Background: an optimization exercise with open tools, aiming at small area, a short achievable clock period and few clock cycles per item. Do not read the settings as production practice.
Where RTL was checked, it was by simulation tests only, not by an equivalence proof against the original.
Only the layout flow was run in run 5; the RTL was not checked for function there.
Power figures rest on the tool's default switching activity, not on a simulated workload.

==> flow/design.v (outline; a module is shown in full before it is edited, if it fits) <==
// module ctrr_bcd2: 16 lines
// module ctrr_year_a: 68 lines
// module ctrr_year_b: 87 lines
// module ctrr_ypart: 193 lines
// module ctrr_ypart_e: 119 lines
// module ctrr_wdfin_e: 134 lines
// module ctrr_dm: 164 lines
// module ctrr_wdfin: 74 lines
// module calendar_time_to_rtc_registers_unit: 74 lines
module calendar_time_to_rtc_registers_unit (
    input  wire logic                 i_clk,
    input  wire logic                 i_rst_n,
    input  wire logic                 i_in_valid,
    output logic                      o_in_stall,
    input  wire logic [37:0]          i_in_item,
    output logic                      o_out_valid,
    input  wire logic                 i_out_stall,
    output logic      [41:0]          o_out_item
);
  // ...
==> flow/flow/run.sh <==
#!/bin/bash
# Layout flow: the standard synthesis; then the combinational logic is
# mapped again by ABC (registers, their names and cell types are kept as the
# standard synthesis made them): the cones that drive the outputs with one
# delay target, the rest with another; then the standard layout from
# floorplan to finish, with the settings in params.sh.
set -euo pipefail
F=$(pwd)/flow
R=orfs/results/$FLOW_PLATFORM/calendar_time_to_rtc_registers_unit/base
LIB=$FLOW_HOME/platforms/$FLOW_PLATFORM/lib/sky130_fd_sc_hd__tt_025C_1v80.lib
D_OUT=1200
D_IN=2000
SIZE=0
FINISH_ARGS=()
[ -f $F/params.sh ] && source $F/params.sh

bash standard.sh synth > synth.log 2>&1

cp $R/1_2_yosys.v std_1_2_yosys.v
python3 $F/mkcells.py $LIB std_1_2_yosys.v cells.v > mkcells.log 2>&1
mkscript() {  # delay target, output file
  local sz=""
  [ "$SIZE" = 1 ] && sz="buffer -p\nupsize -D $1\ndnsize -D $1"
  sed -e "s/@D@/$1/" -e "s/@SIZE@/$sz/" $F/map.abc.in > $2
}
mkscript $D_OUT map_out.abc
mkscript $D_IN map_in.abc
FF=$(grep -o "sky130_fd_sc_hd__[a-z0-9_]*df[a-z0-9_]*" std_1_2_yosys.v | sort -u | sed 's/^/:-/' | tr -d '\n')
ABC="abc -liberty $LIB $(cat $F/du.txt) -constr $F/abc.constr"
yosys -l resynth.log -p "read_verilog cells.v; read_verilog std_1_2_yosys.v; hierarchy -top $FLOW_TOP; flatten; techmap; opt -fast -purge; select -set outc o:o_out_item o:o_in_stall %u o:o_out_valid %u %ci*$FF; select -set outg @outc t:\$_* %i; $ABC -script map_out.abc @outg; select -clear; $ABC -script map_in.abc; opt_clean -purge; hilomap -singleton -hicell sky130_fd_sc_hd__conb_1 HI -locell sky130_fd_sc_hd__conb_1 LO; insbuf -buf sky130_fd_sc_hd__buf_4 A X; splitnets; opt_clean -purge; hierarchy -top $FLOW_TOP; stat -liberty $LIB; write_verilog -noattr -noexpr -nohex -nodec -selected resynth.v" > /dev/null 2>&1
python3 $F/checkregs.py std_1_2_yosys.v resynth.v > checkregs.log 2>&1
cp resynth.v $R/1_2_yosys.v
rm -f $R/1_synth.odb $R/1_synth.sdc
bash standard.sh "${FINISH_ARGS[@]}" finish > finish.log 2>&1
==> flow/flow/abc.constr <==
set_driving_cell sky130_fd_sc_hd__buf_1
set_load 5
==> flow/flow/checkregs.py <==
#!/usr/bin/env python3
"""Fails unless two netlists hold the same register instances (name and cell type)."""
import re, sys
def regs(p):
    r = {}
    for cell, name in re.findall(r'^\s*(sky130_fd_sc_hd__\w*df\w*)\s+(\S+)\s*\(', open(p).read(), re.M):
        r[name] = cell
    return r
a, b = regs(sys.argv[1]), regs(sys.argv[2])
print(len(a), "registers in", sys.argv[1], len(b), "in", sys.argv[2])
if a != b:
    print("MISMATCH", set(a.items()) ^ set(b.items()))
    sys.exit(1)
print("same registers")
==> flow/flow/du.txt <==
 -dont_use sky130_fd_sc_hd__probe_p_8 -dont_use sky130_fd_sc_hd__probec_p_8 -dont_use sky130_fd_sc_hd__lpflow_bleeder_1 -dont_use sky130_fd_sc_hd__lpflow_clkbufkapwr_1 -dont_use sky130_fd_sc_hd__lpflow_clkbufkapwr_16 -dont_use sky130_fd_sc_hd__lpflow_clkbufkapwr_2 -dont_use sky130_fd_sc_hd__lpflow_clkbufkapwr_4 -dont_use sky130_fd_sc_hd__lpflow_clkbufkapwr_8 -dont_use sky130_fd_sc_hd__lpflow_clkinvkapwr_1 -dont_use sky130_fd_sc_hd__lpflow_clkinvkapwr_16 -dont_use sky130_fd_sc_hd__lpflow_clkinvkapwr_2 -dont_use sky130_fd_sc_hd__lpflow_clkinvkapwr_4 -dont_use sky130_fd_sc_hd__lpflow_clkinvkapwr_8 -dont_use sky130_fd_sc_hd__lpflow_decapkapwr_12 -dont_use sky130_fd_sc_hd__lpflow_decapkapwr_3 -dont_use sky130_fd_sc_hd__lpflow_decapkapwr_4 -dont_use sky130_fd_sc_hd__lpflow_decapkapwr_6 -dont_use sky130_fd_sc_hd__lpflow_decapkapwr_8 -dont_use sky130_fd_sc_hd__lpflow_inputiso0n_1 -dont_use sky130_fd_sc_hd__lpflow_inputiso0p_1 -dont_use sky130_fd_sc_hd__lpflow_inputiso1n_1 -dont_use sky130_fd_sc_hd__lpflow_inputiso1p_1 -dont_use sky130_fd_sc_hd__lpflow_inputisolatch_1 -dont_use sky130_fd_sc_hd__lpflow_isobufsrc_1 -dont_use sky130_fd_sc_hd__lpflow_isobufsrc_16 -dont_use sky130_fd_sc_hd__lpflow_isobufsrc_2 -dont_use sky130_fd_sc_hd__lpflow_isobufsrc_4 -dont_use sky130_fd_sc_hd__lpflow_isobufsrc_8 -dont_use sky130_fd_sc_hd__lpflow_isobufsrckapwr_16 -dont_use sky130_fd_sc_hd__lpflow_lsbuf_lh_hl_isowell_tap_1 -dont_use sky130_fd_sc_hd__lpflow_lsbuf_lh_hl_isowell_tap_2 -dont_use sky130_fd_sc_hd__lpflow_lsbuf_lh_hl_isowell_tap_4 -dont_use sky130_fd_sc_hd__lpflow_lsbuf_lh_isowell_4 -dont_use sky130_fd_sc_hd__lpflow_lsbuf_lh_isowell_tap_1 -dont_use sky130_fd_sc_hd__lpflow_lsbuf_lh_isowell_tap_2 -dont_use sky130_fd_sc_hd__lpflow_lsbuf_lh_isowell_tap_4
==> flow/flow/map.abc.in <==
strash
dch -f
if -K 6
mfs2
strash
dch -f
map -D @D@
topo
@SIZE@
==> flow/flow/mkcells.py <==
#!/usr/bin/env python3
"""Writes a Verilog model of the liberty's cells used by a netlist: combinational
cells as assigns (from the liberty functions), sequential and function-less cells
as blackboxes. usage: mkcells.py LIB NETLIST OUT"""
import re, sys
lib, net, out = sys.argv[1:4]
used = set(re.findall(r'^\s*(sky130_fd_sc_hd__\w+)\s', open(net).read(), re.M))
text = open(lib).read()
cells = {}
for part in re.split(r'\n\s*cell\s*\(', text)[1:]:
    name = part.split(')')[0].strip().strip('"')
    cells[name] = part
def body_pins(part):
    pins = []
    for m in re.finditer(r'\n\s*pin\s*\(\s*"?(\w+)"?\s*\)\s*\{', part):
        start = m.end(); depth = 1; i = start
        while depth:
            if part[i] == '{': depth += 1
            elif part[i] == '}': depth -= 1
            i += 1
        blk = part[start:i]
        d = re.search(r'direction\s*:\s*"?(\w+)"?', blk)
        f = re.search(r'\n\s*function\s*:\s*"([^"]*)"', blk)
        pins.append((m.group(1), d.group(1) if d else None, f.group(1) if f else None))
    return pins
def vexpr(f):
    f = f.replace('!', '~').replace('+', '|').replace('*', '&')
    f = re.sub(r'\)\s+\(', ')&(', f)
    return f
L = []
for c in sorted(used):
    part = cells[c]
    pins = [p for p in body_pins(part) if p[1] in ('input', 'output')]
    seq = bool(re.search(r'\n\s*(ff|latch|statetable)\s*\(', part))
    outs = [p for p in pins if p[1] == 'output']
    if any(p[2] is None for p in outs):
        seq = True
    ports = ", ".join(p[0] for p in pins)
    if seq:
        L.append("(* blackbox *)")
    L.append(f"module {c} ({ports});")
    for p in pins:
        L.append(f"  {p[1]} {p[0]};")
    if not seq:
        for p in outs:
            L.append(f"  assign {p[0]} = {vexpr(p[2])};")
    L.append("endmodule")
open(out, "w").write("\n".join(L) + "\n")
==> flow/flow/params.sh <==
SIZE=1
D_OUT=1200
D_IN=2000
FINISH_ARGS=(BUFFER_PORTS_ARGS="-buffer_cell sky130_fd_sc_hd__buf_2" SETUP_SLACK_MARGIN=2.5)
==> flow/standard.sh <==
#!/bin/bash
# synth_recipe.tcl (not shown) runs the flow's synth.tcl, then flattens the netlist and writes it again
# the make line also repeats each setting of config.mk as NAME=value (left out here)
make -C /OpenROAD-flow-scripts/flow DESIGN_CONFIG=/design/flow/config.mk WORK_HOME=/design/flow/orfs CLKGATE_MAP_FILE= SYNTH_SCRIPT=/design/flow/synth_recipe.tcl "${@:-finish}"
==> flow/config.mk <==
export PLATFORM = sky130hd
export DESIGN_NAME = calendar_time_to_rtc_registers_unit
export DESIGN_NICKNAME = calendar_time_to_rtc_registers_unit
export VERILOG_FILES = /design/flow/design.v
export SDC_FILE = /design/flow/constraint.sdc
export NUM_CORES = 4
export LEC_CHECK = 0
export CAP_MARGIN = 20
export CORE_MARGIN = 2
export CORE_UTILIZATION = 40
export SLEW_MARGIN = 20
==> flow/constraint.sdc <==
create_clock -name core_clock -period 6.0 [get_ports {i_clk}]
set_input_delay 1.2000 -clock core_clock [delete_from_list [all_inputs] [get_ports {i_clk}]]
set_output_delay 1.2000 -clock core_clock [all_outputs]
set_load 0.01 [all_outputs]
==> results_dict.tcl, run 1 <==
set metrics [dict create \
    leakage_nw 2.480 \
    final_cells 905 \
    cp_top_family "compound AO/OA/AOI/OAI gates" \
    finalPower_w 0.001219 \
    grtUsageMet1 0.2517 \
    hpwl_um 9123 \
    io_pins 86 \
    first_global_vias 4381 \
    initial_utilization 0.4096 \
    syn_inst 671 \
    postCtsHoldBufs 0 \
    seq_share 0.2635 \
    drive_gt1_frac 0.2026 \
    hold_end "r_v$_SDFF_PN0_" \
    multi_input_area_share 0.4989 \
    wl_met2_um 5487 \
    wl_met3_um 839 \
    maxPowerGroup "combinational cells" \
    grt_util_met3 0.02430 \
    crit_cells 7 \
    critPathSlowestCell "edfxtp_1" \
    status "no timing/DRC/antenna violations" \
    grt_overflow 0 \
    multi_input_cells 489 \
    num-nonclk-inverters 123 \
    grt.total_usage 0.1903 \
    path_class "reg -> out" \
    drtAntennaViolNets 0 \
]
Testbench counts, summed over its fixed seeds: cycles 16,008, items 16,000.
==> run 2, diff against run 1 <==
--- a/flow/config.mk
+++ b/flow/config.mk
@@ -7,5 +7,6 @@
 export LEC_CHECK = 0
 export CAP_MARGIN = 20
 export CORE_MARGIN = 2
-export CORE_UTILIZATION = 40
+export CORE_UTILIZATION = 55
+export PLACE_DENSITY = 0.75
 export SLEW_MARGIN = 20
==> run 2 against run 1 <==
Still clean on timing, DRC and antenna; fmax decreased by 3.9%; sequential share of layout area increased by 0.35 points; first-iteration DRC count decreased by 6.1%; combinational power decreased by 0.9%; synthesized cell count unchanged; sequential power about the same; critical endpoint is now r_dm[2]$_DFFE_PP_; largest cell class unchanged; largest power group unchanged.
==> results_dict.tcl, run 2 <==
set metrics [dict create \
    hpwl_um 8567 \
    port_buffers 85 \
    hold_viol 0 \
    p_sw_frac 0.4263 \
    layout_commonest_cell "inv_1" \
    crit_arrival_ns 3.50 \
    hp-class "reg -> reg" \
    clk_latency_ns 0.32 \
    worst_clock_skew_ns 0.01092 \
    powerDensity_nw_per_um2 231.9 \
    rsz0062_at_grt "yes" \
    max-cap-violations 0 \
    grt_overflow 0 \
    cts_buffer_depth 2 \
    cp_max_fo 6 \
    avgViaCountPerCell 5.699 \
    power.switching_w 0.0005189 \
    r2r-end "r_dm[1]$_DFFE_PP_" \
    p_seq_frac 0.359 \
    finalCriticalPeriod_ns 3.461 \
    dp_slack_ns 2.159 \
    placed_cell_area_um2 4940 \
    r2r_start "r_v$_SDFF_PN0_" \
    largest_registers "r_y x8, r_min x6, r_sec x6" \
    cts_sinks 47 \
    die-height_um 93.86 \
    drtIter0Drc 372 \
    via_count 4901 \
    path_class "in -> reg" \
    worst-endpoint-required_ns 6.04 \
    core-area_um2 7767 \
    hp-start "r_v$_SDFF_PN0_" \
    antenna_cells 0 \
    yosys_warnings 1 \
    grt_pass1_wl_um 18090 \
    clockPowerShare 0.165 \
    worst_pin_slew_ns 0.5324 \
    ff2ff_setup_slack_ns 4.44 \
    grt_max_degree 43 \
    min_period_over_period 0.5768 \
    drc 0 \
    die_x_um 93.86 \
    drive_gt1_frac 0.2045 \
    grt.total_usage 0.2481 \
    largest_reg_flops 8 \
    finalSetupViolCount 0 \
    top_register "r_y" \
    power.internal_w 0.0006984 \
    row_count 32 \
    dieArea_um2 8809 \
    hold_end "r_v$_SDFF_PN0_" \
    fin_hold_ws_ns 0.7155 \
    dr.pass1.iters 6 \
    initial_utilization 0.5717 \
    syn_area_um2 4441 \
    synth_nets 713 \
    drtAntennaViolNets 0 \
    status "no timing/DRC/antenna violations" \
    ir_drop_v 0.0001400 \
    cts_buffers 5 \
    slew_headroom 0.6451 \
    clkTransAtPathRegs_ns 0.09 \
    nNetsFinal 799 \
    place.gp.congestion 0.9476 \
    leakage_nw 2.449 \
    finalSetupTns_ns 0 \
    end_kind "flip-flop" \
    whs_path_depth 2 \
    layout_common_cells "inv_1, nor2_1, nand2_1" \
    fillers 652 \
    syn_avg_cell_area_um2 6.618 \
    htree_num_levels 2 \
    r2r_cells 3 \
    syn_inst 671 \
    cts_root_buffer "clkbuf_8" \
    syn_to_final_growth_pct 18.23 \
    finalWirelength_um 11320 \
    comb_power_share 0.476 \
    fmax_ghz 0.2889 \
    wl_per_cell_um 13.16 \
    critPathLaunchType "input pin" \
    fin_ws_ns 2.539 \
    cts_tree "yes" \
    io_pins 86 \
    antenna_found_initial 0 \
    design_area_um2 5250 \
    first_global_vias 4263 \
    drv_slew 0 \
]
[run 2: timing repair]
item | 4_1_cts | 5_1_grt
hold buffers | 0 | 0
buffers inserted | 0 | 5
gates resized for setup | 1 | 47
setup endpoints to repair | 2 | 10
pin swaps | 1 | 11
gates cloned | 0 | 0
[run 2: area by class of cell]
class,instances,area [um2],area share
well taps,102,127.6,0.02431
repair buffers,91,475.5,0.09056
inverters,123,467.9,0.08913
clock inverters,3,23.77,0.004528
multi-input cells,489,2685,0.5114
clock buffers,5,68.82,0.01311
flip-flops and latches,47,1401,0.2669
[run 2: metrics by stage]
stage,total power [W],util,std cells
after floorplan,0.0008304,-,671
final,0.001217,0.6759,860
after CTS,0.001168,0.6482,855
after global placement,0.0009619,0.6360,847
after global routing,0.001307,0.6759,860
after detailed placement,0.0009712,0.6360,847
[run 2: per-layer routing]
layer / global-route usage / share of wire / wire (um)
met5: 0 / 0 / 0
met4: 0.06884 / 0.017 / 195
met3: 0.04013 / 0.084 / 953
met2: 0.4333 / 0.48 / 5421
met1: 0.3171 / 0.42 / 4750
[run 2: power by group through the flow]
stage          clock (W)  sequential, W  combinational [W]
2_1_floorplan          0       0.000430           0.000401
3_3_place_gp           0       0.000440           0.000521
3_5_place_dp           0       0.000442           0.000530
4_1_cts         0.000202       0.000434           0.000533
5_1_grt         0.000218       0.000441           0.000648
6_report        0.000200       0.000437           0.000579
[run 2: worst max path at each step]
stage,from,to,cells past startpoint,slack [ns]
final,i_in_item[18],r_dm[2]$_DFFE_PP_,16,2.54
after global routing,i_in_item[32],r_lp$_DFFE_PP_,20,2.37
after CTS,i_in_item[18],r_dm[2]$_DFFE_PP_,15,2.51
after detailed placement,i_in_item[36],r_lp$_DFFE_PP_,19,2.16
after global placement,i_in_item[31],r_lp$_DFFE_PP_,19,2.24
after floorplan,i_in_item[18],r_dm[2]$_DFFE_PP_,15,2.75
[run 2: critical path, stage by stage]
cell and delay, ns:
buf_2 0.11, nor2_1 0.17, inv_1 0.12, a21oi_2 0.19, nor2_1 0.09, a31oi_4 0.22, inv_1 0.09, nor2_1 0.13
inv_1 0.09, a21oi_1 0.16, a221oi_2 0.07, or2_2 0.34, nand2_1 0.10, o21ai_0 0.11, o21ai_0 0.12, o311ai_0 0.18
==> run 3, diff against run 2 <==
--- a/flow/config.mk
+++ b/flow/config.mk
@@ -7,6 +7,7 @@
 export LEC_CHECK = 0
 export CAP_MARGIN = 20
 export CORE_MARGIN = 2
-export CORE_UTILIZATION = 55
-export PLACE_DENSITY = 0.75
+export CORE_UTILIZATION = 40
+export CTS_CLUSTER_DIAMETER = 100
+export CTS_CLUSTER_SIZE = 40
 export SLEW_MARGIN = 20
==> run 3 against run 2 <==
Still clean; cell count up 5.2%; critical path depth down 9; combinational power up 0.9%; non-clock buffer count up 7; sequential cell count unchanged; via count up 0.92%; routed wire length up 3.7%; global-route usage down 5.8 points; area after synthesis unchanged; power up 0.15%; register-to-register slack worse by 0.08 ns; fmax up 4.1%.
==> results_dict.tcl, run 3 <==
set metrics [dict create \
    placed_cell_area_um2 4987 \
    end_kind "output pin" \
    leakage_nw 2.480 \
    worst_clock_skew_ns 0.007792 \
    min_period_over_period 0.5541 \
    synth_nets 713 \
    fin_ws_ns 2.675 \
    design_area_um2 5319 \
    die-height_um 109.4 \
    finalPower_w 0.001219 \
    max-cap-violations 0 \
    critPathLaunchType "flip-flop" \
    status "no timing/DRC/antenna violations" \
    crit_arrival_ns 2.12 \
    finalSetupTns_ns 0 \
    layout_commonest_cell "inv_1" \
    yosys_warnings 1 \
    syn_area_um2 4441 \
    die_x_um 109.4 \
    cts_tree "yes" \
    largest_reg_flops 8 \
    port_buffers 85 \
    fmax_ghz 0.3008 \
    avgViaCountPerCell 5.465 \
    cts_buffer_depth 2 \
    dr.pass1.iters 5 \
    syn_to_final_growth_pct 19.78 \
    grt_util_met3 0.02430 \
    drive_gt1_frac 0.2026 \
    hp-class "reg -> reg" \
    via_count 4946 \
    grt.total_usage 0.1903 \
    antenna_cells 0 \
    finalWirelength_um 11740 \
    place.gp.congestion 0.9204 \
    grt_overflow 0 \
    hpwl_um 9123 \
    worst-endpoint-required_ns 4.80 \
    drv_slew 0 \
    cp_max_fo 8 \
    drtAntennaViolNets 0 \
    worst_pin_slew_ns 0.5228 \
    syn_inst 671 \
    slew_headroom 0.6514 \
    grt.met2_usage 0.3320 \
    finalCriticalPeriod_ns 3.325 \
    finalSetupViolCount 0 \
    grtUsageMet1 0.2517 \
    row_count 38 \
    powerDensity_nw_per_um2 229.2 \
    grt_pass1_wl_um 18870 \
    io_pins 86 \
    clkTransAtPathRegs_ns 0.09 \
    htree_num_levels 2 \
    clk_latency_ns 0.29 \
    path_class "reg -> out" \
    nNetsFinal 806 \
    core-area_um2 10840 \
    ir_drop_v 0.00009268 \
    largest_registers "r_y x8, r_min x6, r_sec x6" \
    busiest_layer "met2" \
    syn_avg_cell_area_um2 6.618 \
    dieArea_um2 11960 \
    cts_buffers 5 \
    cts_root_buffer "clkbuf_8" \
    drtIter0Drc 396 \
    first_global_vias 4381 \
    dp_slack_ns 2.079 \
    layout_common_cells "inv_1, nor2_1, nand2_1" \
    top_register "r_y" \
    postCtsHoldBufs 0 \
    hold_viol 0 \
    cts_sinks 47 \
    initial_utilization 0.4096 \
    wl_per_cell_um 12.97 \
    rsz0062_at_grt "yes" \
    antenna_found_initial 0 \
    drc 0 \
    grt_max_degree 41 \
]
[run 3: stage by stage]
stage                       util  hold WS [ns]  std cells
after floorplan                -        0.7465        671
after global placement    0.4601        0.6560        885
after detailed placement  0.4601        0.6818        885
after CTS                 0.4696        0.7037        893
after global routing      0.4907        0.7525        905
final                     0.4907        0.7092        905
[run 3: repair_timing]
action | CTS | global route
resized for setup | 2 | 39
buffers inserted | 0 | 12
endpoints found under the setup margin | 2 | 11
hold endpoints to repair | 0 | 0
pin swaps | 0 | 7
[run 3: path summary, 6_finish.rpt]
| path | start | slack [ns] | to | cells after the start |
|---|---|---|---|---|
| worst max-delay path | r_dm[2]$_DFFE_PP_ | 2.68 | o_out_item[21] | 7 |
| worst min-delay path | r_v$_SDFF_PN0_ | 0.71 | r_v$_SDFF_PN0_ | 2 |
| worst max register to register | r_v$_SDFF_PN0_ | 4.36 | r_h[2]$_DFFE_PP_ | 3 |
| worst min register to register | r_v$_SDFF_PN0_ | 0.71 | r_v$_SDFF_PN0_ | 2 |
[run 3: worst max-delay path, stage by stage, from the launching register on]
cell,delay [ns]
edfxtp_1,0.49
nor2_4,0.24
inv_1,0.14
o22ai_1,0.27
inv_1,0.12
o311ai_1,0.33
a2111oi_2,0.09
buf_2,0.15
[run 3: layer usage]
layer	share of wire	wire length [um]	vias up
li1	-	-	2477
met1	0.45	5308	2275
met2	0.47	5487	183
met3	0.071	839	11
met4	0.0090	106	0
met5	0	0	-
[run 3: area by class of cell]
cell class                 count  area (um2)
clock buffer                   7       86.33
clock inverter                 1       8.758
fill                        1108        5522
inverter                     123       465.4
multi-input combinational    489        2654
sequential                    47        1401
tap                          140       175.2
timing repair buffer          98       528.0
[run 3: power breakdown]
| part | switching, W | internal (W) | total, W |
|---|---|---|---|
| logic | 0.000366 | 0.000218 | 0.000584 |
| clock network | 0.000104 | 0.0000945 | 0.000199 |
| registers | 0.0000350 | 0.000402 | 0.000437 |
==> run 4, diff against run 3 <==
==> flow/flow/params.sh (replaced) <==
SIZE=1
D_OUT=1200
D_IN=2000
FINISH_ARGS=(BUFFER_PORTS_ARGS="-buffer_cell sky130_fd_sc_hd__buf_2" SETUP_SLACK_MARGIN=2.5 POST_GLOBAL_PLACE_TCL=$F/post_gp.tcl)
==> flow/flow/post_gp.tcl (new file) <==
# After port buffering: the output ports' buffers as the smallest buffer
# (each drives only its port); later repair steps may still resize them.
foreach inst [get_cells output*] {
  replace_cell [get_full_name $inst] sky130_fd_sc_hd__buf_1
}
--- a/flow/config.mk
+++ b/flow/config.mk
@@ -8,6 +8,4 @@
 export CAP_MARGIN = 20
 export CORE_MARGIN = 2
 export CORE_UTILIZATION = 40
-export CTS_CLUSTER_DIAMETER = 100
-export CTS_CLUSTER_SIZE = 40
 export SLEW_MARGIN = 20
==> run 4 against run 3 <==
Utilization shrank 0.67 points; largest cell class unchanged; critical endpoint unchanged; largest power group unchanged; global-route usage shrank 0.39 points; power shrank 1.5%; cell area shrank 1.4%; fmax shrank 0.13%.
==> results_dict.tcl, run 4 <==
set metrics [dict create \
    status "no timing/DRC/antenna violations" \
    htree_num_levels 2 \
    syn_area_um2 4441 \
    worst-endpoint-required_ns 4.80 \
    grt_pass1_wl_um 18450 \
    top_layer "met4" \
    core-area_um2 10840 \
    drtAntennaViolNets 0 \
    crit_arrival_ns 2.13 \
    ir_drop_v 0.00009835 \
    postCtsHoldBufs 0 \
    finalCriticalPeriod_ns 3.329 \
    dr.pass1.iters 5 \
    clkTransAtPathRegs_ns 0.09 \
    cts_buffers 5 \
    yosys_warnings 1 \
    end_kind "output pin" \
    port_buffers 85 \
    path_class "reg -> out" \
    die_x_um 109.4 \
    wl_met2_um 5465 \
    hpwl_um 9005 \
    slew_headroom 0.6452 \
    hp-class "reg -> reg" \
    dieArea_um2 11960 \
    cts_sinks 47 \
    drv_slew 0 \
    row_count 38 \
    grt.total_usage 0.1863 \
    grt_overflow 0 \
    syn_inst 671 \
    top_register "r_y" \
    via_count 4894 \
    regArea_um2 1401 \
    grt_max_degree 41 \
    rsz0062_at_grt "yes" \
    largest_registers "r_y x8, r_min x6, r_sec x6" \
    syn_to_final_growth_pct 18.15 \
    wl_met3_um 810 \
    synth_nets 713 \
    min_period_over_period 0.5548 \
    layout_commonest_cell "inv_1" \
    largest_reg_flops 8 \
    cts_root_buffer "clkbuf_8" \
    cp_max_fo 7 \
    wl_per_cell_um 12.89 \
    worst_pin_slew_ns 0.5322 \
    finalSetupTns_ns 0 \
    die-height_um 109.4 \
    drc 0 \
    drtIter0Drc 419 \
    nNetsFinal 805 \
    cts_tree "yes" \
    antenna_found_initial 0 \
    worst_clock_skew_ns 0.006829 \
    antenna_cells 0 \
    clk_latency_ns 0.30 \
    dp.cells 885 \
    hold_viol 0 \
    syn_avg_cell_area_um2 6.618 \
    fillers 1105 \
    leakage_nw 2.348 \
    layout_common_cells "inv_1, nor2_1, nand2_1" \
    finalWirelength_um 11660 \
    fmax_ghz 0.3004 \
    cts_buffer_depth 2 \
    critPathLaunchType "flip-flop" \
    initial_utilization 0.4096 \
    first_global_vias 4296 \
    drive_gt1_frac 0.1466 \
    avgViaCountPerCell 5.414 \
    io_pins 86 \
    wl_met1_um 5240 \
    powerDensity_nw_per_um2 229.0 \
    finalSetupViolCount 0 \
    final_cells 904 \
    multi_input_area_um2 2651 \
    max-cap-violations 0 \
]
-- run 4: repair_timing --
item	in CTS	in global routing
endpoints found under the hold margin	0	0
buffers inserted	0	11
gates resized for setup	2	42
pin swaps	0	7
endpoints found under the setup margin	2	10
-- run 4: power by group --
part | switching (W) | total (W) | internal (W)
Sequential | 0.0000348 | 0.000437 | 0.000402
Combinational | 0.000367 | 0.000575 | 0.000209
Clock | 0.000107 | 0.000189 | 0.0000821
Total | 0.000509 | 0.00120 | 0.000693
-- run 4: path summary, 6_finish.rpt --
check | start | endpoint | slack (ns) | cells past startpoint
max | r_lp$_DFFE_PP_ | o_out_item[21] | 2.67 | 10
min | r_v$_SDFF_PN0_ | r_v$_SDFF_PN0_ | 0.72 | 2
max reg2reg | r_v$_SDFF_PN0_ | r_dm[0]$_DFFE_PP_ | 4.35 | 3
min reg2reg | r_v$_SDFF_PN0_ | r_v$_SDFF_PN0_ | 0.72 | 2
-- run 4: final cells by class --
type | count | area share
Timing Repair Buffer | 97 | 0.08872
Multi-Input combinational cell | 489 | 0.5054
Tap cell | 140 | 0.03339
Sequential cell | 47 | 0.2671
Inverter | 123 | 0.08872
Clock buffer | 5 | 0.01312
Clock inverter | 3 | 0.003577
-- run 4: critical path: stages (launching register included) --
cell and delay (ns):
edfxtp_1 0.47, inv_2 0.12, nand2_2 0.13, nand2_2 0.13, inv_1 0.06, a21oi_2 0.13
inv_1 0.07, o211ai_1 0.08, o311ai_1 0.14, a2111oi_2 0.33, buf_2 0.18
-- run 4: per-stage QoR --
step	cell area, um2	power (W)	utilization	worst slack [ns]	hold slack, ns
floorplan	4443	0.0008304	-	2.753	0.7465
global placement	4987	0.0009703	0.4601	2.178	0.6560
detailed placement	4932	0.0009658	0.4550	2.095	0.6891
CTS	5029	0.001159	0.4639	2.480	0.7123
global route	5246	0.001300	0.4840	2.450	0.7670
finish	5246	0.001201	0.4840	2.671	0.7193
-- run 4: routing by layer --
metal  track usage  up-vias
li1              -     2471
met2        0.3241      178
met4       0.04069        0
met3       0.02667       14
met1        0.2451     2231
met5             0        -
==> module ctrr_ypart_e, before the edit <==
module ctrr_ypart_e (
    input  wire logic [11:0] i_y,
    input  wire logic        i_early,
    output logic      [2:0]  o_h,
    output logic             o_c1,
    output logic             o_lp
);
    logic [5:0] w_s;
    logic [1:0] w_code;
    logic       w_nl;
    assign w_s  = 6'(i_y[7:4]) + {1'b0, i_y[8], 4'b0000} + (i_y[9] ? 6'd7 : 6'd0)
                + (i_y[10] ? 6'd14 : 6'd0) + (i_y[11] ? 6'd3 : 6'd0);
    logic [5:0] w_tab11_i;
    logic w_tab11_new_n10, w_tab11_new_n11, w_tab11_new_n12, w_tab11_new_n13, w_tab11_new_n14, w_tab11_new_n15, w_tab11_new_n16, w_tab11_new_n17, w_tab11_new_n18, w_tab11_new_n19, w_tab11_new_n20, w_tab11_new_n21, w_tab11_new_n22, w_tab11_new_n23, w_tab11_new_n24, w_tab11_new_n25, w_tab11_new_n26, w_tab11_new_n27, w_tab11_new_n28, w_tab11_new_n29, w_tab11_new_n30, w_tab11_new_n31, w_tab11_new_n32, w_tab11_new_n33, w_tab11_new_n34, w_tab11_new_n35, w_tab11_new_n36, w_tab11_new_n37, w_tab11_new_n38, w_tab11_new_n40, w_tab11_new_n41, w_tab11_new_n42, w_tab11_new_n43, w_tab11_new_n44, w_tab11_new_n45, w_tab11_new_n46, w_tab11_new_n47, w_tab11_new_n48, w_tab11_new_n49, w_tab11_new_n50, w_tab11_new_n51, w_tab11_new_n52, w_tab11_new_n53, w_tab11_new_n54, w_tab11_new_n55, w_tab11_new_n56, w_tab11_new_n57, w_tab11_new_n58, w_tab11_new_n59, w_tab11_new_n60, w_tab11_new_n61, w_tab11_new_n62, w_tab11_new_n63, w_tab11_new_n64, w_tab11_new_n65, w_tab11_new_n67, w_tab11_new_n68, w_tab11_new_n69, w_tab11_new_n70, w_tab11_new_n71, w_tab11_new_n72, w_tab11_new_n73, w_tab11_new_n74, w_tab11_new_n75, w_tab11_new_n76, w_tab11_new_n77, w_tab11_new_n78;
    assign w_tab11_i = w_s;
    assign w_tab11_new_n10 = ~w_tab11_i[5] & ~w_tab11_i[0];
    assign w_tab11_new_n11 = w_tab11_i[2] & ~w_tab11_i[1];
    assign w_tab11_new_n12 = ~w_tab11_i[4] & w_tab11_new_n11;
    assign w_tab11_new_n13 = w_tab11_i[2] & w_tab11_i[1];
    assign w_tab11_new_n14 = ~w_tab11_i[2] & ~w_tab11_i[1];
    assign w_tab11_new_n15 = ~w_tab11_new_n13 & ~w_tab11_new_n14;
    assign w_tab11_new_n16 = ~w_tab11_i[3] & ~w_tab11_new_n15;
    assign w_tab11_new_n17 = ~w_tab11_new_n12 & ~w_tab11_new_n16;
    assign w_tab11_new_n18 = w_tab11_new_n10 & ~w_tab11_new_n17;
    assign w_tab11_new_n19 = ~w_tab11_i[2] & w_tab11_i[1];
    assign w_tab11_new_n20 = ~w_tab11_i[4] & w_tab11_new_n19;
    assign w_tab11_new_n21 = w_tab11_i[3] & w_tab11_new_n20;
    assign w_tab11_new_n22 = ~w_tab11_i[1] & w_tab11_i[0];
    assign w_tab11_new_n23 = ~w_tab11_i[5] & ~w_tab11_new_n22;
    assign w_tab11_new_n24 = w_tab11_i[3] & ~w_tab11_new_n23;
    assign w_tab11_new_n25 = w_tab11_new_n15 & ~w_tab11_new_n24;
    assign w_tab11_new_n26 = w_tab11_i[4] & ~w_tab11_new_n25;
    assign w_tab11_new_n27 = ~w_tab11_new_n21 & ~w_tab11_new_n26;
    assign w_tab11_new_n28 = ~w_tab11_i[3] & w_tab11_new_n12;
    assign w_tab11_new_n29 = w_tab11_i[5] & w_tab11_i[0];
    assign w_tab11_new_n30 = w_tab11_i[3] & ~w_tab11_new_n11;
    assign w_tab11_new_n31 = ~w_tab11_new_n20 & ~w_tab11_new_n30;
    assign w_tab11_new_n32 = w_tab11_new_n29 & ~w_tab11_new_n31;
    assign w_tab11_new_n33 = w_tab11_i[4] & ~w_tab11_i[3];
    assign w_tab11_new_n34 = ~w_tab11_i[0] & w_tab11_new_n33;
    assign w_tab11_new_n35 = ~w_tab11_i[2] & w_tab11_new_n34;
    assign w_tab11_new_n36 = ~w_tab11_new_n32 & ~w_tab11_new_n35;
    assign w_tab11_new_n37 = ~w_tab11_new_n28 & w_tab11_new_n36;
    assign w_tab11_new_n38 = w_tab11_new_n27 & w_tab11_new_n37;
    assign o_h[2] = ~w_tab11_new_n18 & w_tab11_new_n38;
    assign w_tab11_new_n40 = ~w_tab11_i[5] & w_tab11_i[0];
    assign w_tab11_new_n41 = ~w_tab11_i[3] & w_tab11_new_n40;
    assign w_tab11_new_n42 = ~w_tab11_i[4] & w_tab11_new_n29;
    assign w_tab11_new_n43 = w_tab11_i[3] & w_tab11_new_n42;
    assign w_tab11_new_n44 = ~w_tab11_new_n41 & ~w_tab11_new_n43;
    assign w_tab11_new_n45 = ~w_tab11_new_n15 & ~w_tab11_new_n44;
    assign w_tab11_new_n46 = w_tab11_new_n21 & ~w_tab11_new_n29;
    assign w_tab11_new_n47 = ~w_tab11_i[0] & ~w_tab11_new_n14;
    assign w_tab11_new_n48 = ~w_tab11_new_n22 & w_tab11_new_n33;
    assign w_tab11_new_n49 = ~w_tab11_new_n47 & w_tab11_new_n48;
    assign w_tab11_new_n50 = ~w_tab11_new_n46 & ~w_tab11_new_n49;
    assign w_tab11_new_n51 = ~w_tab11_new_n45 & w_tab11_new_n50;
    assign w_tab11_new_n52 = w_tab11_i[3] & w_tab11_new_n10;
    assign w_tab11_new_n53 = ~w_tab11_i[3] & w_tab11_new_n29;
    assign w_tab11_new_n54 = ~w_tab11_new_n52 & ~w_tab11_new_n53;
    assign w_tab11_new_n55 = w_tab11_new_n19 & ~w_tab11_new_n54;
    assign w_tab11_new_n56 = w_tab11_i[4] & w_tab11_new_n10;
    assign w_tab11_new_n57 = w_tab11_new_n13 & w_tab11_new_n56;
    assign w_tab11_new_n58 = ~w_tab11_new_n33 & w_tab11_new_n40;
    assign w_tab11_new_n59 = w_tab11_new_n11 & w_tab11_new_n58;
    assign w_tab11_new_n60 = ~w_tab11_new_n57 & ~w_tab11_new_n59;
    assign w_tab11_new_n61 = ~w_tab11_new_n55 & w_tab11_new_n60;
    assign w_tab11_new_n62 = ~w_tab11_i[5] & ~w_tab11_new_n28;
    assign w_tab11_new_n63 = ~w_tab11_new_n17 & ~w_tab11_new_n62;
    assign w_tab11_new_n64 = ~w_tab11_i[0] & w_tab11_new_n63;
    assign w_tab11_new_n65 = w_tab11_new_n61 & ~w_tab11_new_n64;
    assign o_h[1] = ~w_tab11_new_n51 | ~w_tab11_new_n65;
    assign w_tab11_new_n67 = ~w_tab11_i[3] & w_tab11_i[1];
    assign w_tab11_new_n68 = w_tab11_i[4] & ~w_tab11_new_n67;
    assign w_tab11_new_n69 = w_tab11_new_n10 & ~w_tab11_new_n68;
    assign w_tab11_new_n70 = w_tab11_i[3] & w_tab11_new_n40;
    assign w_tab11_new_n71 = w_tab11_i[4] & w_tab11_new_n70;
    assign w_tab11_new_n72 = ~w_tab11_new_n69 & ~w_tab11_new_n71;
    assign w_tab11_new_n73 = ~w_tab11_new_n14 & ~w_tab11_new_n72;
    assign w_tab11_new_n74 = w_tab11_i[2] & w_tab11_new_n34;
    assign w_tab11_new_n75 = ~w_tab11_new_n73 & ~w_tab11_new_n74;
    assign w_tab11_new_n76 = w_tab11_new_n54 & ~w_tab11_new_n56;
    assign w_tab11_new_n77 = w_tab11_new_n14 & ~w_tab11_new_n76;
    assign w_tab11_new_n78 = ~w_tab11_new_n42 & ~w_tab11_new_n77;
    assign o_h[0] = ~w_tab11_new_n75 | ~w_tab11_new_n78;
    logic [5:0] w_tab12_i;
    logic w_tab12_new_n9, w_tab12_new_n10, w_tab12_new_n11, w_tab12_new_n12, w_tab12_new_n13, w_tab12_new_n14, w_tab12_new_n15, w_tab12_new_n16, w_tab12_new_n17, w_tab12_new_n18, w_tab12_new_n19, w_tab12_new_n20, w_tab12_new_n21, w_tab12_new_n22, w_tab12_new_n23, w_tab12_new_n24, w_tab12_new_n25, w_tab12_new_n27, w_tab12_new_n28, w_tab12_new_n29, w_tab12_new_n30, w_tab12_new_n31, w_tab12_new_n32, w_tab12_new_n33, w_tab12_new_n34;
    assign w_tab12_i = w_s;
    assign w_tab12_new_n9 = ~w_tab12_i[5] & ~w_tab12_i[0];
    assign w_tab12_new_n10 = ~w_tab12_i[3] & w_tab12_new_n9;
    assign w_tab12_new_n11 = w_tab12_i[1] & w_tab12_new_n10;
    assign w_tab12_new_n12 = ~w_tab12_i[2] & w_tab12_new_n11;
    assign w_tab12_new_n13 = w_tab12_i[4] & w_tab12_new_n12;
    assign w_tab12_new_n14 = ~w_tab12_i[4] & ~w_tab12_i[2];
    assign w_tab12_new_n15 = w_tab12_i[5] & w_tab12_i[0];
    assign w_tab12_new_n16 = w_tab12_new_n14 & w_tab12_new_n15;
    assign w_tab12_new_n17 = w_tab12_i[3] & w_tab12_i[1];
    assign w_tab12_new_n18 = w_tab12_new_n16 & w_tab12_new_n17;
    assign w_tab12_new_n19 = ~w_tab12_i[3] & ~w_tab12_new_n15;
    assign w_tab12_new_n20 = w_tab12_i[2] & ~w_tab12_i[1];
    assign w_tab12_new_n21 = w_tab12_i[3] & ~w_tab12_new_n9;
    assign w_tab12_new_n22 = w_tab12_new_n20 & ~w_tab12_new_n21;
    assign w_tab12_new_n23 = ~w_tab12_new_n19 & w_tab12_new_n22;
    assign w_tab12_new_n24 = ~w_tab12_i[4] & w_tab12_new_n23;
    assign w_tab12_new_n25 = ~w_tab12_new_n18 & ~w_tab12_new_n24;
    assign w_code[1] = w_tab12_new_n13 | ~w_tab12_new_n25;
    assign w_tab12_new_n27 = w_tab12_i[4] & w_tab12_i[2];
    assign w_tab12_new_n28 = ~w_tab12_new_n14 & ~w_tab12_new_n27;
    assign w_tab12_new_n29 = w_tab12_new_n10 & w_tab12_new_n28;
    assign w_tab12_new_n30 = ~w_tab12_i[5] & w_tab12_i[3];
    assign w_tab12_new_n31 = w_tab12_new_n27 & w_tab12_new_n30;
    assign w_tab12_new_n32 = w_tab12_i[0] & w_tab12_new_n31;
    assign w_tab12_new_n33 = ~w_tab12_new_n29 & ~w_tab12_new_n32;
    assign w_tab12_new_n34 = w_tab12_i[1] & ~w_tab12_new_n33;
    assign w_code[0] = w_tab12_new_n18 | w_tab12_new_n34;
    assign o_c1 = (w_code != 2'd0) && (i_y[3:2] >= w_code);
    assign w_nl = (w_code != 2'd0) && (w_code == i_y[3:2]);
    assign o_lp = i_early && (i_y[1:0] == 2'd0) && (i_y != 12'd0) && !w_nl;
endmodule
==> run 5, diff against run 4 <==
--- a/flow/design.v
+++ b/flow/design.v
@@ -477,38 +477,34 @@
     assign w_tab11_new_n77 = w_tab11_new_n14 & ~w_tab11_new_n76;
     assign w_tab11_new_n78 = ~w_tab11_new_n42 & ~w_tab11_new_n77;
     assign o_h[0] = ~w_tab11_new_n75 | ~w_tab11_new_n78;
+    logic [2:0] w_e;
     logic [5:0] w_tab12_i;
-    logic w_tab12_new_n9, w_tab12_new_n10, w_tab12_new_n11, w_tab12_new_n12, w_tab12_new_n13, w_tab12_new_n14, w_tab12_new_n15, w_tab12_new_n16, w_tab12_new_n17, w_tab12_new_n18, w_tab12_new_n19, w_tab12_new_n20, w_tab12_new_n21, w_tab12_new_n22, w_tab12_new_n23, w_tab12_new_n24, w_tab12_new_n25, w_tab12_new_n27, w_tab12_new_n28, w_tab12_new_n29, w_tab12_new_n30, w_tab12_new_n31, w_tab12_new_n32, w_tab12_new_n33, w_tab12_new_n34;
+    logic w_tab12_new_n10, w_tab12_new_n11, w_tab12_new_n12, w_tab12_new_n13, w_tab12_new_n14, w_tab12_new_n15, w_tab12_new_n16, w_tab12_new_n17, w_tab12_new_n18, w_tab12_new_n20, w_tab12_new_n21, w_tab12_new_n22, w_tab12_new_n23, w_tab12_new_n24, w_tab12_new_n25, w_tab12_new_n27, w_tab12_new_n28, w_tab12_new_n29, w_tab12_new_n30;
     assign w_tab12_i = w_s;
-    assign w_tab12_new_n9 = ~w_tab12_i[5] & ~w_tab12_i[0];
-    assign w_tab12_new_n10 = ~w_tab12_i[3] & w_tab12_new_n9;
-    assign w_tab12_new_n11 = w_tab12_i[1] & w_tab12_new_n10;
-    assign w_tab12_new_n12 = ~w_tab12_i[2] & w_tab12_new_n11;
-    assign w_tab12_new_n13 = w_tab12_i[4] & w_tab12_new_n12;
-    assign w_tab12_new_n14 = ~w_tab12_i[4] & ~w_tab12_i[2];
-    assign w_tab12_new_n15 = w_tab12_i[5] & w_tab12_i[0];
+    assign w_tab12_new_n10 = ~w_tab12_i[3] & ~w_tab12_i[0];
+    assign w_tab12_new_n11 = ~w_tab12_i[5] & w_tab12_i[1];
+    assign w_tab12_new_n12 = w_tab12_i[4] & w_tab12_new_n11;
+    assign w_tab12_new_n13 = w_tab12_new_n10 & w_tab12_new_n12;
+    assign w_tab12_new_n14 = w_tab12_i[5] & w_tab12_i[1];
+    assign w_tab12_new_n15 = w_tab12_i[3] & w_tab12_i[0];
     assign w_tab12_new_n16 = w_tab12_new_n14 & w_tab12_new_n15;
-    assign w_tab12_new_n17 = w_tab12_i[3] & w_tab12_i[1];
-    assign w_tab12_new_n18 = w_tab12_new_n16 & w_tab12_new_n17;
-    assign w_tab12_new_n19 = ~w_tab12_i[3] & ~w_tab12_new_n15;
-    assign w_tab12_new_n20 = w_tab12_i[2] & ~w_tab12_i[1];
-    assign w_tab12_new_n21 = w_tab12_i[3] & ~w_tab12_new_n9;
-    assign w_tab12_new_n22 = w_tab12_new_n20 & ~w_tab12_new_n21;
-    assign w_tab12_new_n23 = ~w_tab12_new_n19 & w_tab12_new_n22;
-    assign w_tab12_new_n24 = ~w_tab12_i[4] & w_tab12_new_n23;
-    assign w_tab12_new_n25 = ~w_tab12_new_n18 & ~w_tab12_new_n24;
-    assign w_code[1] = w_tab12_new_n13 | ~w_tab12_new_n25;
-    assign w_tab12_new_n27 = w_tab12_i[4] & w_tab12_i[2];
-    assign w_tab12_new_n28 = ~w_tab12_new_n14 & ~w_tab12_new_n27;
-    assign w_tab12_new_n29 = w_tab12_new_n10 & w_tab12_new_n28;
-    assign w_tab12_new_n30 = ~w_tab12_i[5] & w_tab12_i[3];
-    assign w_tab12_new_n31 = w_tab12_new_n27 & w_tab12_new_n30;
-    assign w_tab12_new_n32 = w_tab12_i[0] & w_tab12_new_n31;
-    assign w_tab12_new_n33 = ~w_tab12_new_n29 & ~w_tab12_new_n32;
-    assign w_tab12_new_n34 = w_tab12_i[1] & ~w_tab12_new_n33;
-    assign w_code[0] = w_tab12_new_n18 | w_tab12_new_n34;
-    assign o_c1 = (w_code != 2'd0) && (i_y[3:2] >= w_code);
-    assign w_nl = (w_code != 2'd0) && (w_code == i_y[3:2]);
+    assign w_tab12_new_n17 = ~w_tab12_i[4] & w_tab12_new_n16;
+    assign w_tab12_new_n18 = ~w_tab12_new_n13 & ~w_tab12_new_n17;
+    assign w_e[2] = ~w_tab12_i[2] & ~w_tab12_new_n18;
+    assign w_tab12_new_n20 = ~w_tab12_i[4] & w_tab12_i[2];
+    assign w_tab12_new_n21 = ~w_tab12_i[5] & w_tab12_i[0];
+    assign w_tab12_new_n22 = ~w_tab12_new_n10 & ~w_tab12_new_n21;
+    assign w_tab12_new_n23 = w_tab12_i[5] & w_tab12_i[3];
+    assign w_tab12_new_n24 = ~w_tab12_i[1] & ~w_tab12_new_n23;
+    assign w_tab12_new_n25 = w_tab12_new_n22 & w_tab12_new_n24;
+    assign w_e[1] = w_tab12_new_n20 & w_tab12_new_n25;
+    assign w_tab12_new_n27 = w_tab12_new_n10 & w_tab12_new_n11;
+    assign w_tab12_new_n28 = w_tab12_new_n20 & w_tab12_new_n27;
+    assign w_tab12_new_n29 = w_tab12_i[2] & w_tab12_new_n15;
+    assign w_tab12_new_n30 = w_tab12_new_n12 & w_tab12_new_n29;
+    assign w_e[0] = w_tab12_new_n28 | w_tab12_new_n30;
+    assign o_c1 = (w_e[0] && (i_y[3:2] != 2'd0)) || (w_e[1] && i_y[3]) || (w_e[2] && (i_y[3:2] == 2'd3));
+    assign w_nl = (w_e[0] && (i_y[3:2] == 2'd1)) || (w_e[1] && (i_y[3:2] == 2'd2)) || (w_e[2] && (i_y[3:2] == 2'd3));
     assign o_lp = i_early && (i_y[1:0] == 2'd0) && (i_y != 12'd0) && !w_nl;
 endmodule
 module ctrr_wdfin_e (
==> flow/flow/params.sh (replaced) <==
SIZE=1
D_OUT=1200
D_IN=2000
FINISH_ARGS=(BUFFER_PORTS_ARGS="-buffer_cell sky130_fd_sc_hd__buf_2" SETUP_SLACK_MARGIN=2.5)
removed: flow/flow/post_gp.tcl
==> run 5 against run 4 <==
Still clean; register-to-register slack improved by 0.17 ns; sequential cell count did not move; non-clock buffer count rose by 9; via count rose by 4.9%; cell count rose by 3.4%; critical path depth fell by 2; utilization rose by 0.69 points; sequential share of layout area fell by 1.5 points; largest cell class unchanged; highest routed layer unchanged.
==> results_dict.tcl, run 5 <==
set metrics [dict create \
    crit_buf_inv 3 \
    fillers 1111 \
    hp-class "reg -> reg" \
    drtAntennaViolNets 0 \
    cts_tree "yes" \
    path_class "reg -> out" \
    drtIter0Drc 379 \
    design_area_um2 5557 \
    yosys_warnings 1 \
    ir_drop_v 0.0001690 \
    worst_clock_skew_ns 0.002996 \
    avgViaCountPerCell 5.491 \
    syn_inst 692 \
    crit_arrival_ns 2.27 \
    port_buffers 85 \
    syn_avg_cell_area_um2 6.643 \
    die_x_um 111.2 \
    layout_common_cells "nor2_1, nand2_1, inv_1" \
    io_pins 86 \
    core-area_um2 11320 \
    critPathSlowestCell "edfxtp_1" \
    critPathLaunchType "flip-flop" \
    max-cap-violations 0 \
    powerDensity_nw_per_um2 240.5 \
    via_count 5134 \
    postCtsHoldBufs 0 \
    worst_pin_slew_ns 0.6383 \
    drive_gt1_frac 0.2146 \
    clkTransAtPathRegs_ns 0.06 \
    htree_num_levels 2 \
    cts_buffer_depth 2 \
    fmax_ghz 0.2879 \
    finalCriticalPeriod_ns 3.473 \
    finalSetupViolCount 0 \
    rsz0062_at_grt "yes" \
    drc 0 \
    largest_reg_flops 8 \
    wl_per_cell_um 13.42 \
    grt.total_usage 0.1976 \
    status "no timing/DRC/antenna violations" \
    cp_top_family "compound AO/OA/AOI/OAI gates" \
    grt_max_degree 47 \
    hpwl_um 9568 \
    top_register "r_y" \
    initial_utilization 0.4061 \
    slew_headroom 0.5741 \
    first_global_vias 4630 \
    final_cells 935 \
    cts_root_buffer "clkbuf_16" \
    clk_latency_ns 0.28 \
    antenna_found_initial 0 \
    cp_max_fo 7 \
    grt_pass1_wl_um 20760 \
    crit_top_cell "buf_4" \
    end_kind "output pin" \
    finalSetupTns_ns 0 \
    nNetsFinal 833 \
    leakage_nw 2.522 \
    syn_area_um2 4597 \
    syn_to_final_growth_pct 20.88 \
    cts_sinks 47 \
    dp.cells 907 \
    grt_overflow 0 \
    place.gp.congestion 0.8825 \
    drv_slew 0 \
    dieArea_um2 12370 \
    synth_nets 734 \
    antenna_cells 0 \
    min_period_over_period 0.5789 \
    largest_registers "r_y x8, r_min x6, r_sec x6" \
    worst-endpoint-required_ns 4.80 \
    cts_buffers 5 \
    dr.pass1.iters 5 \
    crit_chain "nor2_4, o21ai_4, buf_4, buf_4, o21ai_0, a211oi_1, a2111oi_2, buf_2" \
    hold_viol 0 \
    finalWirelength_um 12550 \
    layout_commonest_cell "nor2_1" \
    max_stage_delay_ns 0.48 \
    die-height_um 111.2 \
    row_count 39 \
    placed_cell_area_um2 5131 \
    final_util 0.4908 \
]
run 5: final cells by class:
class                      instances  area, um2  area share
inverter                         117      444.2     0.07994
tap                              143      178.9     0.03220
sequential                        47       1401      0.2522
multi-input combinational        514       2806      0.5051
clock buffer                       6      128.9     0.02319
timing repair buffer             106      584.3      0.1052
clock inverter                     2      12.51    0.002252
run 5: routing by layer:
layer	up-vias	global-route usage	wire length (um)
met5	-	0	0
met4	0	0.06420	229
met3	22	0.02952	785
met2	207	0.3309	5975
met1	2330	0.2624	5562
li1	2575	-	-
run 5: repair_timing:
action	in CTS	in global routing
buffers inserted	2	18
pin swaps	0	11
setup endpoints to repair	3	13
resized for setup	2	40
run 5: through the flow:
| stage | hold slack (ns) | setup slack, ns | power, W |
|---|---|---|---|
| 2_1_floorplan | 0.7465 | 2.682 | 0.0008497 |
| 3_3_place_gp | 0.6628 | 2.223 | 0.001004 |
| 3_5_place_dp | 0.6719 | 2.166 | 0.001004 |
| 5_1_grt | 0.7175 | 2.402 | 0.001435 |
| 6_report | 0.6892 | 2.527 | 0.001336 |
| 4_1_cts | 0.6907 | 2.493 | 0.001280 |
run 5: path summary, 6_finish.rpt:
check | from | end | slack, ns | depth (start not counted)
min | r_v$_SDFF_PN0_ | r_v$_SDFF_PN0_ | 0.69 | 2
max | r_h[0]$_DFFE_PP_ | o_out_item[21] | 2.53 | 8
max reg2reg | r_v$_SDFF_PN0_ | r_day[4]$_DFFE_PP_ | 4.52 | 3
min reg2reg | r_v$_SDFF_PN0_ | r_v$_SDFF_PN0_ | 0.69 | 2
run 5: worst register-to-register path, stage by stage (launching register included):
cell	delay, ns
dfxtp_1	0.30
and2_1	0.19
nor2_4	0.10
buf_4	0.49
run 5: report_power, final:
group          internal, W  switching (W)
clock network     0.000154       0.000114
logic             0.000234       0.000392
registers         0.000402      0.0000393

afterwards: timing with drivers on the ports:
The results above use ideal ports. As a check the final layouts listed here were re-extracted and re-timed, cells and wires unchanged.
Step 1 (the two cells are an assumption about what drives the block):
set clk [get_ports {i_clk}]
set_driving_cell -lib_cell sky130_fd_sc_hd__clkbuf_16 $clk
set_driving_cell -lib_cell sky130_fd_sc_hd__buf_2 [delete_from_list [all_inputs] $clk]
Step 2 moves the port delays by t, midway between the first and last clock arrival at a register: inputs arrive t later, outputs are due t later. That takes back most of the time a late clock gives input paths.
Three values: ideal, step 1, step 2; two values: the first two.
| run | shift t [ns] | setup WS [ns] | pins driven straight from the clock port |
|---|---|---|---|
| run 1 | 0.322 | 2.675 / 2.643 / 2.354 | 1 |
| run 2 | 0.341 | 2.539 / 2.550 / 2.209 | 1 |
| run 3 | 0.322 | 2.675 / 2.643 / 2.354 | 1 |
| run 4 | 0.323 | 2.671 / 2.643 / 2.359 | 1 |
| run 5 | 0.324 | 2.527 / 2.485 / 2.349 | 1 |
After both steps setup and hold are still met in every run listed. The setup slack of run 2, which loses most, moves by +0.011 ns with the drivers and by -0.330 ns with both steps.
